Background: an optimization exercise with open tools, aiming at small area, a short achievable clock period and few clock cycles. Do not read the settings as production practice.
The RTL was checked by simulation tests, not by an equivalence proof against the original design.
No activity file was given, so power comes from the tool's default toggle rates.

## flow/design.v (module list and top-level ports; edited modules follow where they fit)
// module dts_sine_rom: 267 lines
// module dts_ctrl: 105 lines
// module dts_datapath: 1600 lines
// module decaying_tone_synth: 50 lines
module decaying_tone_synth (
  input  logic                                clk,
  input  logic                                rst,
  input  logic                                in_valid,
  output logic                                in_ready,
  input  logic                                start_req,
  output logic                                out_valid,
  input  logic                                out_ready,
  output logic signed [dts_pkg::SAMPLE_W-1:0] sample,
  output logic                                done_res,
  input  logic                                cfg_valid,
  output logic                                cfg_ready,
  input  logic [dts_pkg::CFG_IDX_W-1:0]       cfg_index,
  input  logic [dts_pkg::CFG_DATA_W-1:0]      cfg_data
);
  // ...
==> flow/run.sh <==
#!/bin/bash
# synth_recipe.tcl (not shown) runs the flow's synth.tcl, then flattens the netlist and writes it again
# the make line also repeats each setting of config.mk as NAME=value (left out here)
make -C /OpenROAD-flow-scripts/flow DESIGN_CONFIG=/design/flow/config.mk WORK_HOME=/design/flow/orfs CLKGATE_MAP_FILE= SYNTH_SCRIPT=/design/flow/synth_recipe.tcl finish
==> flow/config.mk <==
export PLATFORM = sky130hd
export DESIGN_NAME = decaying_tone_synth
export DESIGN_NICKNAME = decaying_tone_synth
export VERILOG_FILES = /design/flow/design.v
export SDC_FILE = /design/flow/constraint.sdc
export NUM_CORES = 4
export LEC_CHECK = 0
export CAP_MARGIN = 60
export CORE_MARGIN = 2
export CORE_UTILIZATION = 25
export PLACE_DENSITY = 0.45
export SLEW_MARGIN = 60
export SYNTH_MEMORY_MAX_BITS = 16384
==> flow/constraint.sdc <==
create_clock -name core_clock -period 10.0 [get_ports {clk}]
set_input_delay 2.0000 -clock core_clock [delete_from_list [all_inputs] [get_ports {clk}]]
set_output_delay 2.0000 -clock core_clock [all_outputs]
set_load 0.01 [all_outputs]
==> results.sh, run 1 <==
export IMPL_max_slew_margin=0.574
export IMPL_finalSetupTns_ps=0
export IMPL_grt_met3_usage=0.0230
export IMPL_dp_hpwl_mm=112
export IMPL_p_clk_mw=2.69
export IMPL_holdPathStages=0
export IMPL_layout_common_cells="inv_1 (467), nand2_1 (405), dfxtp_1 (390), fa_1 (366), a21oi_1 (327)"
export IMPL_multi_input_cells=3740
export IMPL_core_rowCount=157
export IMPL_crit_start="u_datapath.s0_jh[0]"
export IMPL_status="no timing/DRC/antenna violations"
export IMPL_reg_top3="u_ctrl.mem: 96 flops, u_datapath.s4_p0: 46 flops, u_datapath.s4_p1: 45 flops"
export IMPL_synth_area_per_cell_um2=8.80
export IMPL_synth_xor_area_share=0.0683
export IMPL_post_synth_top_area_cell="dfxtp_1"
export IMPL_synth_edf_count=112
export IMPL_hold_ws_ps=324
export IMPL_power_leader="combinational cells"
export IMPL_layoutNonFillerInstCount=7423
export IMPL_cts_sinks=562
export IMPL_via_per_inst=5.13
export IMPL_cp_start_kind="flip-flop"
export IMPL_min_to="u_datapath.s1_over"
export IMPL_hold_viol_final=0
export IMPL_initial_utilization=0.251
export IMPL_drc=0
export IMPL_power_total_mw=17.3
export IMPL_grt_util_met2=0.257
export IMPL_r2r_start="u_datapath.s0_jh[0]"
export IMPL_synth_compound_area_frac=0.211
export IMPL_endpoint_kind="flip-flop"
export IMPL_design_seq_count=562
Testbench counts, summed over its fixed seeds: cycles 12,768.
==> module dts_ctrl, before the edit <==
module dts_ctrl (
  input  logic                         clk,
  input  logic                         rst,
  input  logic                         in_valid,
  output logic                         in_ready,
  output logic                         out_valid,
  input  logic                         out_ready,
  input  logic                         cfg_valid,
  output logic                         cfg_ready,
  output logic                         accept,
  output logic                         cfg_we,
  input  logic                         res_valid,
  input  logic                         res_done,
  input  logic [dts_pkg::Y_W-1:0]      res_y,
  output logic [dts_pkg::SAMPLE_W-1:0] sample,
  output logic                         done_res
);
  localparam int CREDITS = dts_pkg::CREDITS;
  localparam int QDEPTH  = CREDITS - 1;
  localparam int CNT_W   = $clog2(CREDITS + 1);
  localparam int QCNT_W  = $clog2(QDEPTH + 1);
  localparam int ENTRY_W = dts_pkg::Y_W + 1;
  logic               pop;
  logic               full;
  logic               head_empty;
  logic [CNT_W-1:0]   inflight;
  logic [CNT_W-1:0]   inflight_next;
  assign pop       = !head_empty && out_ready;
  assign accept    = in_valid && !full;
  assign cfg_we    = cfg_valid;
  assign cfg_ready = 1'b1;
  always_comb begin
    inflight_next = inflight;
    if (accept && !pop) begin
      inflight_next = inflight + CNT_W'(1);
    end else if (pop && !accept) begin
      inflight_next = inflight - CNT_W'(1);
    end
  end
  always_ff @(posedge clk) begin
    if (rst) begin
      inflight <= '0;
      in_ready <= 1'b1;
      full     <= 1'b0;
    end else begin
      inflight <= inflight_next;
      in_ready <= inflight_next < CNT_W'(CREDITS);
      full     <= inflight_next == CNT_W'(CREDITS);
    end
  end
  logic [ENTRY_W-1:0] mem [QDEPTH];
  logic [QDEPTH-1:0]  wr_ptr;
  logic [QDEPTH-1:0]  rd_ptr;
  logic [QCNT_W-1:0]  qcount;
  logic               head_free;
  logic [ENTRY_W-1:0] mem_rd;
  logic [ENTRY_W-1:0] head_next;
  assign head_free = head_empty || out_ready;
  always_comb begin
    mem_rd = '0;
    for (int i = 0; i < QDEPTH; i++) begin
      if (rd_ptr[i]) mem_rd = mem_rd | mem[i];
    end
    head_next = (qcount != '0) ? mem_rd : {res_done, res_y};
  end
  always_ff @(posedge clk) begin
    for (int i = 0; i < QDEPTH; i++) begin
      if (res_valid && wr_ptr[i]) mem[i] <= {res_done, res_y};
    end
  end
  always_ff @(posedge clk) begin
    if (rst) begin
      wr_ptr    <= QDEPTH'(1);
      rd_ptr    <= QDEPTH'(1);
      qcount     <= '0;
      out_valid  <= 1'b0;
      head_empty <= 1'b1;
    end else begin
      if (res_valid) begin
        wr_ptr <= {wr_ptr[QDEPTH-2:0], wr_ptr[QDEPTH-1]};
      end
      if (head_free) begin
        if (qcount != '0 || res_valid) begin
          rd_ptr     <= {rd_ptr[QDEPTH-2:0], rd_ptr[QDEPTH-1]};
          out_valid  <= 1'b1;
          head_empty <= 1'b0;
        end else begin
          out_valid  <= 1'b0;
          head_empty <= 1'b1;
        end
        if (qcount != '0 && !res_valid) begin
          qcount <= qcount - QCNT_W'(1);
        end
      end else if (res_valid) begin
        qcount <= qcount + QCNT_W'(1);
      end
    end
  end
  always_ff @(posedge clk) begin
    if (head_free) begin
      done_res <= head_next[ENTRY_W-1];
      sample   <= {head_next[ENTRY_W-2], head_next[ENTRY_W-2:0]};
    end
  end
endmodule
==> run 2: changes to the inputs <==
--- a/flow/design.v
+++ b/flow/design.v
@@ -304,92 +304,90 @@
   input  logic                         res_valid,
   input  logic                         res_done,
   input  logic [dts_pkg::Y_W-1:0]      res_y,
   output logic [dts_pkg::SAMPLE_W-1:0] sample,
   output logic                         done_res
 );
   localparam int CREDITS = dts_pkg::CREDITS;
   localparam int QDEPTH  = CREDITS - 1;
-  localparam int CNT_W   = $clog2(CREDITS + 1);
-  localparam int QCNT_W  = $clog2(QDEPTH + 1);
   localparam int ENTRY_W = dts_pkg::Y_W + 1;
   logic               pop;
   logic               full;
   logic               head_empty;
-  logic [CNT_W-1:0]   inflight;
-  logic [CNT_W-1:0]   inflight_next;
+  logic [CREDITS-1:0] inflight;
+  logic [CREDITS-1:0] inflight_next;
   assign pop       = !head_empty && out_ready;
   assign accept    = in_valid && !full;
   assign cfg_we    = cfg_valid;
   assign cfg_ready = 1'b1;
   always_comb begin
     inflight_next = inflight;
     if (accept && !pop) begin
-      inflight_next = inflight + CNT_W'(1);
+      inflight_next = {inflight[CREDITS-2:0], 1'b1};
     end else if (pop && !accept) begin
-      inflight_next = inflight - CNT_W'(1);
+      inflight_next = {1'b0, inflight[CREDITS-1:1]};
     end
   end
   always_ff @(posedge clk) begin
     if (rst) begin
       inflight <= '0;
       in_ready <= 1'b1;
       full     <= 1'b0;
     end else begin
       inflight <= inflight_next;
-      in_ready <= inflight_next < CNT_W'(CREDITS);
-      full     <= inflight_next == CNT_W'(CREDITS);
+      in_ready <= !inflight_next[CREDITS-1];
+      full     <= inflight_next[CREDITS-1];
     end
   end
   logic [ENTRY_W-1:0] mem [QDEPTH];
   logic [QDEPTH-1:0]  wr_ptr;
   logic [QDEPTH-1:0]  rd_ptr;
-  logic [QCNT_W-1:0]  qcount;
+  logic [QDEPTH-1:0]  qcount;
   logic               head_free;
   logic [ENTRY_W-1:0] mem_rd;
   logic [ENTRY_W-1:0] head_next;
   assign head_free = head_empty || out_ready;
   always_comb begin
     mem_rd = '0;
     for (int i = 0; i < QDEPTH; i++) begin
       if (rd_ptr[i]) mem_rd = mem_rd | mem[i];
     end
-    head_next = (qcount != '0) ? mem_rd : {res_done, res_y};
+    head_next = qcount[0] ? mem_rd : {res_done, res_y};
   end
   always_ff @(posedge clk) begin
     for (int i = 0; i < QDEPTH; i++) begin
       if (res_valid && wr_ptr[i]) mem[i] <= {res_done, res_y};
     end
   end
   always_ff @(posedge clk) begin
     if (rst) begin
-      wr_ptr    <= QDEPTH'(1);
-      rd_ptr    <= QDEPTH'(1);
+      wr_ptr     <= QDEPTH'(1);
+      rd_ptr     <= QDEPTH'(1);
       qcount     <= '0;
       out_valid  <= 1'b0;
       head_empty <= 1'b1;
     end else begin
       if (res_valid) begin
         wr_ptr <= {wr_ptr[QDEPTH-2:0], wr_ptr[QDEPTH-1]};
       end
       if (head_free) begin
-        if (qcount != '0 || res_valid) begin
+        if (qcount[0] || res_valid) begin
           rd_ptr     <= {rd_ptr[QDEPTH-2:0], rd_ptr[QDEPTH-1]};
           out_valid  <= 1'b1;
           head_empty <= 1'b0;
         end else begin
           out_valid  <= 1'b0;
           head_empty <= 1'b1;
         end
-        if (qcount != '0 && !res_valid) begin
-          qcount <= qcount - QCNT_W'(1);
+        if (!res_valid) begin
+          qcount <= {1'b0, qcount[QDEPTH-1:1]};
         end
       end else if (res_valid) begin
-        qcount <= qcount + QCNT_W'(1);
+        qcount <= {qcount[QDEPTH-2:0], 1'b1};
       end
     end
   end
   always_ff @(posedge clk) begin
     if (head_free) begin
       done_res <= head_next[ENTRY_W-1];
       sample   <= {head_next[ENTRY_W-2], head_next[ENTRY_W-2:0]};
     end
@@ -1113,23 +1111,27 @@
     s2_r2   <= {1'b0, 1'b0, mx_237, 1'b1, mx_545, mx_541, mx_537, mx_533, mx_529, mx_525, mx_521, mx_517, mx_513, mx_509, mx_505, mx_501, mx_497, mx_493, mx_489, mx_485, mx_481, mx_477, mx_473, mx_469, mx_465, mx_461, mx_17, mx_11, mx_5, 1'b0};
     s2_start <= s1_start;
   end
   logic [dts_pkg::ENV_W-1:0] envelope_level;
   logic [dts_pkg::ENV_W-1:0] env;
   logic [dts_pkg::ENV_W:0]   env_diff;
   logic [dts_pkg::ENV_W-1:0] env_dec;
   assign env      = s2_start ? dts_pkg::ENV_FULL : envelope_level;
-  assign env_diff = {1'b0, env} - {1'b0, envelope_step};
+  assign env_diff = {1'b0, envelope_level} - {1'b0, envelope_step};
   assign env_dec  = env_diff[dts_pkg::ENV_W] ? '0 : env_diff[dts_pkg::ENV_W-1:0];
   always_ff @(posedge clk) begin
     if (rst) begin
       envelope_level <= '0;
     end else if (s2_valid) begin
-      envelope_level <= s2_over ? env : env_dec;
+      if (s2_start) begin
+        envelope_level <= s2_over ? dts_pkg::ENV_FULL : ~envelope_step;
+      end else if (!s2_over) begin
+        envelope_level <= env_dec;
+      end
     end
   end
   logic [29:0] mix;
   logic [18:0] eb;
   logic [8:0]  bneg, bone, btwo;
   assign mix = s2_r0 + s2_r1 + s2_r2;
   assign eb  = {2'b00, env, 1'b0};
   always_comb begin
==> run 2 against run 1 <==
Effect of this change: still clean on timing, DRC and antenna; final cell count decreased by 1.7%; wire length decreased by 3.6%; non-clock buffer count decreased by 17; utilization about the same; sequential share of layout area increased by 0.64 points; hold slack improved by 0.59 ps; critical path depth decreased by 1; flip-flop and latch count increased by 6; synthesized cell count decreased by 1.9%.
==> results.sh, run 2 <==
export IMPL_status="no timing/DRC/antenna violations"
export IMPL_syn_inst=5100
export IMPL_cts_hold_buf=0
export IMPL_layout_drive_gt1_share=0.0774
export IMPL_die_w_um=430
export IMPL_io_buffers=58
export IMPL_grt_usage=0.158
export IMPL_post_route_period_util=0.448
export IMPL_endpoint_kind="flip-flop"
export IMPL_finalSetupTns_ps=0
export IMPL_worst_pin_slew_ps=618
export IMPL_dp_cells=7168
export IMPL_arrival_ps=5080
export IMPL_synth_top_area_frac=0.202
export IMPL_grt_busiest_layer="met2"
export IMPL_use_met1=0.215
export IMPL_reg_top3="u_ctrl.mem: 96 flops, u_datapath.s4_p0: 46 flops, u_datapath.s4_p1: 45 flops"
export IMPL_yosys_warnings=4
export IMPL_slowest_stage="buf_4"
export IMPL_place_congestion=0.947
export IMPL_finClkSkew_ps=41.4
export IMPL_async_reset_ff_frac=0
export IMPL_finalWirelength_mm=149
export IMPL_core_rowCount=156
export IMPL_overflow=0
export IMPL_dr_total_vias=36900
export IMPL_detail_route_first_pass_iterations=6
export IMPL_dp_hpwl_mm=104
export IMPL_grt_antenna_before_repair=0
export IMPL_synth_fp_nets=5735
export IMPL_synthToLayoutAreaGrowth_pct=11.4
export IMPL_ys_seq_elements=568
export IMPL_maxCapViolCount=0
export IMPL_clockRootBuffer="clkbuf_16"
export IMPL_drc=0
export IMPL_ys_flop_type="dfxtp_1"
export IMPL_max_freq_ghz=0.223
export IMPL_hold_viol_final=0
export IMPL_peakVddDrop_mv=0.224
export IMPL_worstHoldPathType="reg -> reg"
export IMPL_fin_crit_ps=4480
export IMPL_grt_met3_usage=0.0206
export IMPL_synth_edf_count=112
export IMPL_final_nets=5506
export IMPL_max_slew_margin=0.587
export IMPL_via_per_inst=5.06
export IMPL_crit_chain="clkdlybuf4s50_1 -> nand2b_1 -> inv_1 -> nand3_1 -> or3_1 -> nand2_4 -> buf_4 -> nand3_2 -> or3_1 -> a21oi_1"
export IMPL_cp_common_cell="or3_1"
export IMPL_grt_pass1_vias=37300
export IMPL_slew_violations=0
export IMPL_antenna_cells=0
export IMPL_ant_nets=0
export IMPL_crit_fanout=42
export IMPL_worst_path_buf_inv=3
export IMPL_core_area_um2=180000
export IMPL_synth_area_um2=45300
export IMPL_htree_levels=3
export IMPL_post_synth_top_area_cell="dfxtp_1"
export IMPL_cp_start_kind="input pin"
export IMPL_cp_slowest_stage_delay_ps=500
export IMPL_largest_reg_flops=96
export IMPL_grt_max_degree=89
export IMPL_yosysMostFrequentCell="dfxtp_1"
export IMPL_clock_path_buffers=3
export IMPL_synth_area_leaders="dfxtp_1 (20%), fa_1 (16%), edfxtp_1 (7.4%), ha_1 (6.4%), xnor2_1 (5.1%)"
export IMPL_power_total_mw=17.1
export IMPL_drt_iter0_drc=3231
export IMPL_dieArea_um2=185000
export IMPL_leakage_nw=19.5
export IMPL_layoutNonFillerInstCount=7294
export IMPL_grt_util_met2=0.253
export IMPL_ys_seq_area_frac=0.276
export IMPL_synth_area_per_cell_um2=8.88
export IMPL_cts_sinks=568
export IMPL_grt_pass1_wl_mm=230
export IMPL_post_cts_setup_buffers=0
export IMPL_required_ps=10590
export IMPL_crit_family="simple AND/OR/NAND/NOR gates"
export IMPL_layout_common_cells="inv_1 (445), nand2_1 (422), dfxtp_1 (388), fa_1 (365), a21oi_1 (340)"
export IMPL_cts_tree="built"
export IMPL_layout_commonest_cell="inv_1"
export IMPL_cts_resized=0
export IMPL_die_y_um=430
export IMPL_largest_register="u_ctrl.mem"
export IMPL_power_density_nw_per_um2=338
export IMPL_cts_made_buffers=69
export IMPL_synthTopCellsByCount="dfxtp_1 (456), inv_1 (449), nand2_1 (424)"
export IMPL_wl_per_cell_um=20.5
export IMPL_synthDistinctLibCells=106
export IMPL_rsz0062_at_grt="false"
export IMPL_initial_utilization=0.251
export IMPL_clk_pin_slew_worst_paths_ps=60
export IMPL_path_class="in -> reg"
export IMPL_ioPinCount=60
export IMPL_clk_latency_ps=670
export IMPL_setup_viol_count_final=0
## run 2: cell types whose count changed after synthesis, sizes merged, moves of 15 or more
| cell | before | now |
|---|---|---|
| clkbuf | 316 | 287 |
| buf | 102 | 128 |
| o21ai | 254 | 231 |
| inv | 473 | 451 |
| nand2 | 406 | 425 |
| nor2 | 325 | 344 |
| xor2 | 99 | 118 |
| nor2b | 57 | 39 |
| o22ai | 30 | 15 |
## run 2: cell families after synthesis
kind of cell,synth area share
AO/OA/AOI/OAI,0.206
AND/OR/NAND/NOR,0.126
buffers and inverters,0.0760
adder cells (fa/ha/maj),0.225
flip-flops,0.276
XOR/XNOR,0.0741
multiplexers,0.0166
other,0.0000828
## run 2: worst reg2reg max path, delay by kind of cell, from the launching register on
kind / cells / cell delay, ps
and+or+nand+nor: 3 / 950
AOI/OAI and AO/OA: 4 / 810
buffers and inverters: 3 / 860
adders and majority gates: 1 / 330
muxes: 1 / 470
DFF: 1 / 310
## run 2: per-stage QoR
stage	instance area, um^2	worst slack (ps)	utilization	hold WS, ps
6_report	50400	5520	0.280	325
5_1_grt	50400	5290	0.280	333
4_1_cts	50400	5540	0.279	324
3_5_place_dp	47800	4820	0.265	312
3_3_place_gp	47500	4580	0.263	313
2_1_floorplan	45300	6330	-	310
## run 2: layout make-up
class / count / area, um^2
well taps: 2370 / 2970
inverters: 452 / 1700
clock buffers: 80 / 1880
clock inverters: 44 / 631
repair buffers: 115 / 1160
fillers: 19300 / 130000
multi-input cells: 3665 / 29500
flip-flops and latches: 568 / 12600
## run 2: final timing paths
kind | end | slack [ps] | startpoint | depth (start not counted)
max | u_datapath.sample_index[17] | 5520 | in_valid | 10
min | u_datapath.s1_start | 320 | u_datapath.s0_start | 0
max reg2reg | u_datapath.s1_y[4] | 6160 | u_datapath.s0_jh[1] | 12
min reg2reg | u_datapath.s1_start | 320 | u_datapath.s0_start | 0
## run 2: routing by layer
metal  vias up  routed length [um]
met4         0                5720
met3       291                8420
met5         -                   0
met1     18000               67700
li1      17300                   -
met2      1278               67700
## run 2: report_power, final
group          switching [mW]  leakage (nW)  total [mW]  internal, mW
clock                    1.08          1.21        2.71          1.63
sequential              0.880          4.85        4.25          3.37
combinational            5.93          13.4        10.1          4.17
total                    7.89          19.5        17.1          9.17
Testbench counts of run 2, summed over its fixed seeds: cycles 12,768.

-- port drivers added, routing unchanged --
How much do the figures lean on ideal ports? The routed layouts below were timed once more, with nothing changed but the port constraints. Step 1 assumes that a clkbuf_16 drives the clock port and a buf_2 every other input. Step 2 moves the port delays by t, midway between the first and last clock arrival at a register: inputs arrive t later, outputs are due t later. That takes back most of the time a late clock gives input paths. Slacks: ideal ports / drivers / drivers and shift; pairs: ideal ports / drivers.
| run | shift t [ns] | slack for setup (ns) | clock arrival spread, ns | worst data-port slew with drivers (ns) |
|---|---|---|---|---|
| run 1 | 0.744 | 6.005 / 6.005 / 5.564 | 0.035 / 0.036 | 0.07 |
| run 2 | 0.736 | 5.516 / 5.560 / 4.824 | 0.048 / 0.049 | 0.07 |
After both steps every run listed still meets setup and hold. The setup slack of run 2, which loses most, moves by +0.044 ns with the drivers and by -0.692 ns with both steps.
